What follows belongs to an exercise in optimizing a design on an open flow for small area, a short achievable clock period and few clock cycles; a production flow would make more cautious choices. The RTL was checked by simulation tests, not by an equivalence proof against the original design.

==> flow/design.v <==
module speck_block_cipher_param #(
    parameter int WORD      = 32,
    parameter int KEY_WORDS = 4,
    parameter int ROUNDS    = 27,
    parameter int ALPHA     = 8,
    parameter int BETA      = 3
) (
    input  logic                      clk,
    input  logic                      reset,
    input  logic                      key_load,
    input  logic [WORD*KEY_WORDS-1:0] key,
    output logic                      key_ready,
    input  logic                      start,
    input  logic                      mode,
    input  logic [2*WORD-1:0]         din,
    output logic                      busy,
    output logic                      done,
    output logic [2*WORD-1:0]         dout
);
    localparam int CW = 5;
    localparam logic [CW-1:0] LAST = CW'(ROUNDS - 1);   
    localparam logic [CW-1:0] LSTEP = CW'(ROUNDS - 2);  
    localparam logic [CW-1:0] DEND  = '1;               
    function automatic logic [WORD-1:0] ror(input logic [WORD-1:0] v, input int s);
        ror = (v >> s) | (v << (WORD - s));
    endfunction
    function automatic logic [WORD-1:0] rol(input logic [WORD-1:0] v, input int s);
        rol = (v << s) | (v >> (WORD - s));
    endfunction
    logic          r_run;      
    logic          r_exp;      
    logic          r_busy;
    logic          r_mode;
    logic [CW-1:0] r_cnt;      
    logic          r_wend;     
    logic          r_have_end; 
    logic          r_loaded;   
    logic          r_key_ready;
    logic          r_done;
    logic [WORD-1:0]   r_x, r_y;
    logic [WORD-1:0]   r_wk, r_w0, r_w1, r_w2;  
    logic [4*WORD-1:0] r_o;
    logic [2*WORD-1:0] r_dout;
    logic w_key_acc, w_start_acc, w_last, w_first, w_swap, w_need_exp, w_exp_last;
    logic [WORD-1:0] w_ex, w_ey, w_dx, w_dy, w_rx, w_ry;
    logic [WORD-1:0] w_fl, w_fk, w_bk, w_bl;
    logic [CW-1:0]   w_cm1;
    assign w_key_acc   = !r_busy && key_load;
    assign w_start_acc = !r_busy && start && !key_load && r_key_ready;
    assign w_last     = r_run && (r_cnt == (r_mode ? DEND : LAST));
    assign w_first    = r_run && (r_cnt == (r_mode ? LSTEP : CW'(0)));
    assign w_exp_last = r_exp && (r_cnt == LSTEP);
    assign w_swap     = (r_wend != mode) && r_have_end;
    assign w_need_exp = (r_wend != mode) && !r_have_end;
    assign w_cm1      = r_cnt - CW'(1);
    assign w_ex = (ror(r_x, ALPHA) + r_y) ^ r_wk;
    assign w_ey = (ror(r_x, ALPHA) + r_y) ^ (r_wk ^ rol(r_y, BETA));
    assign w_dy = ror(r_x ^ r_y, BETA);
    assign w_dx = rol((r_x ^ r_wk) - w_dy, ALPHA);
    assign w_rx = r_mode ? w_dx : w_ex;
    assign w_ry = r_mode ? w_dy : w_ey;
    assign w_fl = (r_wk + ror(r_w0, ALPHA)) ^ WORD'(r_cnt);
    assign w_fk = (r_wk + ror(r_w0, ALPHA)) ^ (rol(r_wk, BETA) ^ WORD'(r_cnt));
    assign w_bk = ror(r_wk ^ r_w2, BETA);
    assign w_bl = rol((r_w2 ^ WORD'(r_cnt)) - w_bk, ALPHA);
    assign busy      = r_busy;
    assign key_ready = r_key_ready;
    assign done      = r_done;
    assign dout      = r_dout;
    always_ff @(posedge clk or posedge reset) begin
        if (reset) begin
            r_run       <= 1'b0;
            r_exp       <= 1'b0;
            r_busy      <= 1'b0;
            r_mode      <= 1'b0;
            r_cnt       <= '0;
            r_wend      <= 1'b0;
            r_have_end  <= 1'b0;
            r_loaded    <= 1'b0;
            r_key_ready <= 1'b0;
            r_done      <= 1'b0;
            r_dout      <= '0;
        end else begin
            r_done      <= w_last;
            if (w_last) r_dout <= {w_rx, w_ry};
            r_key_ready <= r_loaded && !w_key_acc;
            if (w_key_acc) begin
                r_loaded   <= 1'b1;
                r_wend     <= 1'b0;
                r_have_end <= 1'b0;
            end
            if (w_exp_last) begin
                r_exp  <= 1'b0;
                r_run  <= 1'b1;
                r_cnt  <= LSTEP;
            end else if (r_exp) begin
                r_cnt  <= r_cnt + CW'(1);
            end else if (r_run && !w_last) begin
                r_cnt  <= r_mode ? w_cm1 : r_cnt + CW'(1);
            end
            if (w_last) r_run <= 1'b0;
            if (w_start_acc) begin
                r_mode     <= mode;
                r_wend     <= !mode;
                r_have_end <= 1'b1;
                r_run      <= !w_need_exp;
                r_exp      <= w_need_exp;
                r_cnt      <= (mode && !w_need_exp) ? LSTEP : CW'(0);
            end
            if (w_start_acc)
                r_busy <= 1'b1;
            else if ((r_run && !w_last && (r_mode ? (r_cnt == CW'(0)) : (r_cnt == LSTEP))))
                r_busy <= 1'b0;
            else if (w_last)
                r_busy <= 1'b0;
        end
    end
    always_ff @(posedge clk) begin
        if (!r_busy) begin
            r_x <= din[2*WORD-1:WORD];
            r_y <= din[WORD-1:0];
        end else if (r_run) begin
            r_x <= w_rx;
            r_y <= w_ry;
        end
        if (w_key_acc) begin
            {r_w2, r_w1, r_w0, r_wk} <= key;
        end else if (w_start_acc && w_swap) begin
            {r_w2, r_w1, r_w0, r_wk} <= r_o;
        end else if (r_exp || (r_run && !w_last)) begin
            if (r_mode && !r_exp) begin
                r_wk <= w_bk;
                r_w0 <= w_bl;
                r_w1 <= r_w0;
                r_w2 <= r_w1;
            end else begin
                r_wk <= w_fk;
                r_w0 <= r_w1;
                r_w1 <= r_w2;
                r_w2 <= w_fl;
            end
        end
        if (w_first) r_o <= {r_w2, r_w1, r_w0, r_wk};
    end
endmodule
Settings: LEC_CHECK=0, ABC_CLOCK_PERIOD_IN_PS=2500, CAP_MARGIN=20, CORE_MARGIN=2, CORE_UTILIZATION=40, SETUP_SLACK_MARGIN=3.5, SLEW_MARGIN=20; clock period 7.0 ns.
standard.sh (not shown) runs the stock make flow with config.mk's settings and CLKGATE_MAP_FILE= SYNTH_SCRIPT=/design/flow/synth_recipe.tcl, a recipe that flattens the netlist after the stock synthesis.
==> flow/flow/run.sh <==
#!/bin/bash
# The standard layout, with the smallest buffer (buf_1) on every input and
# output port instead of the default clkdlybuf4s50_1.
# make's output goes to standard.log; each ORFS step keeps its own log under
# orfs/logs/.
bash standard.sh "BUFFER_PORTS_ARGS=-buffer_cell sky130_fd_sc_hd__buf_1" finish > standard.log 2>&1
Testbench counts at the start, summed over its fixed seeds: cycles 7,156.
Edit:
--- a/flow/design.v
+++ b/flow/design.v
@@ -19,9 +19,8 @@
 );
     localparam int CW = 5;
     localparam logic [CW-1:0] LAST = CW'(ROUNDS - 1);   
     localparam logic [CW-1:0] LSTEP = CW'(ROUNDS - 2);  
-    localparam logic [CW-1:0] DEND  = '1;               
     function automatic logic [WORD-1:0] ror(input logic [WORD-1:0] v, input int s);
         ror = (v >> s) | (v << (WORD - s));
     endfunction
     function automatic logic [WORD-1:0] rol(input logic [WORD-1:0] v, input int s);
@@ -46,24 +45,24 @@
     logic [WORD-1:0] w_fl, w_fk, w_bk, w_bl;
     logic [CW-1:0]   w_cm1;
     assign w_key_acc   = !r_busy && key_load;
     assign w_start_acc = !r_busy && start && !key_load && r_key_ready;
-    assign w_last     = r_run && (r_cnt == (r_mode ? DEND : LAST));
-    assign w_first    = r_run && (r_cnt == (r_mode ? LSTEP : CW'(0)));
+    assign w_last     = r_run && (r_cnt == (r_mode ? CW'(0) : LAST));
+    assign w_first    = r_run && (r_cnt == (r_mode ? LAST : CW'(0)));
     assign w_exp_last = r_exp && (r_cnt == LSTEP);
     assign w_swap     = (r_wend != mode) && r_have_end;
     assign w_need_exp = (r_wend != mode) && !r_have_end;
     assign w_cm1      = r_cnt - CW'(1);
     assign w_ex = (ror(r_x, ALPHA) + r_y) ^ r_wk;
-    assign w_ey = (ror(r_x, ALPHA) + r_y) ^ (r_wk ^ rol(r_y, BETA));
+    assign w_ey = rol(r_y, BETA) ^ w_ex;
     assign w_dy = ror(r_x ^ r_y, BETA);
     assign w_dx = rol((r_x ^ r_wk) - w_dy, ALPHA);
     assign w_rx = r_mode ? w_dx : w_ex;
     assign w_ry = r_mode ? w_dy : w_ey;
     assign w_fl = (r_wk + ror(r_w0, ALPHA)) ^ WORD'(r_cnt);
-    assign w_fk = (r_wk + ror(r_w0, ALPHA)) ^ (rol(r_wk, BETA) ^ WORD'(r_cnt));
+    assign w_fk = rol(r_wk, BETA) ^ w_fl;
     assign w_bk = ror(r_wk ^ r_w2, BETA);
-    assign w_bl = rol((r_w2 ^ WORD'(r_cnt)) - w_bk, ALPHA);
+    assign w_bl = rol((r_w2 ^ WORD'(w_cm1)) - w_bk, ALPHA);
     assign busy      = r_busy;
     assign key_ready = r_key_ready;
     assign done      = r_done;
     assign dout      = r_dout;
@@ -91,9 +90,9 @@
             end
             if (w_exp_last) begin
                 r_exp  <= 1'b0;
                 r_run  <= 1'b1;
-                r_cnt  <= LSTEP;
+                r_cnt  <= LAST;
             end else if (r_exp) begin
                 r_cnt  <= r_cnt + CW'(1);
             end else if (r_run && !w_last) begin
                 r_cnt  <= r_mode ? w_cm1 : r_cnt + CW'(1);
@@ -104,20 +103,20 @@
                 r_wend     <= !mode;
                 r_have_end <= 1'b1;
                 r_run      <= !w_need_exp;
                 r_exp      <= w_need_exp;
-                r_cnt      <= (mode && !w_need_exp) ? LSTEP : CW'(0);
+                r_cnt      <= (mode && !w_need_exp) ? LAST : CW'(0);
             end
             if (w_start_acc)
                 r_busy <= 1'b1;
-            else if ((r_run && !w_last && (r_mode ? (r_cnt == CW'(0)) : (r_cnt == LSTEP))))
+            else if ((r_run && !w_last && (r_mode ? (r_cnt == CW'(1)) : (r_cnt == LAST - CW'(1)))))
                 r_busy <= 1'b0;
             else if (w_last)
                 r_busy <= 1'b0;
         end
     end
     always_ff @(posedge clk) begin
-        if (!r_busy) begin
+        if (w_start_acc) begin
             r_x <= din[2*WORD-1:WORD];
             r_y <= din[WORD-1:0];
         end else if (r_run) begin
             r_x <= w_rx;
Result:
- utilization drops by 0.26 points
- final cell count drops slightly
- global-route usage drops by 1.3 points
- register-to-register slack gets better by 0.02 ns
- final area drops by a few percent
- sequential cell count stays the same
- routed wire length drops by a few percent
- die area drops slightly
- clock-buffer cell count drops by 6
- area after synthesis drops slightly
- setup slack gets better by 0.022 ns
- clock skew drops by 0.0070 ns
Testbench counts after the change, summed over its fixed seeds: cycles 7,156.

==> afterwards: timing with drivers on the ports <==
Ports are ideal in the flow. The routed layouts listed here were re-timed in OpenROAD. Step 1 (the two cells are an assumption about what drives the block):
set clk [get_ports {clk}]
set_driving_cell -lib_cell sky130_fd_sc_hd__clkbuf_16 $clk
set_driving_cell -lib_cell sky130_fd_sc_hd__buf_2 [delete_from_list [all_inputs] $clk]
Step 2 times the ports against the registers' clock, not the clock port: input delays grow and output delays shrink by t, the midpoint of the rising clock arrivals with the driver on. Slacks: ideal ports / drivers / drivers and shift; pairs: ideal ports / drivers.
run	t, ns	setup WS [ns]	slew at the worst register clock pin (ns)	worst data-port slew with drivers (ns)
the first run	0.670	3.369 / 3.369 / 3.033	0.07 / 0.07	0.05
the second run	0.647	3.392 / 3.392 / 3.016	0.07 / 0.07	0.06
After both steps setup and hold are still met in every run listed. For the second run, which loses most, drivers alone change the setup slack by 0.000 ns; drivers and shift together by -0.376 ns.
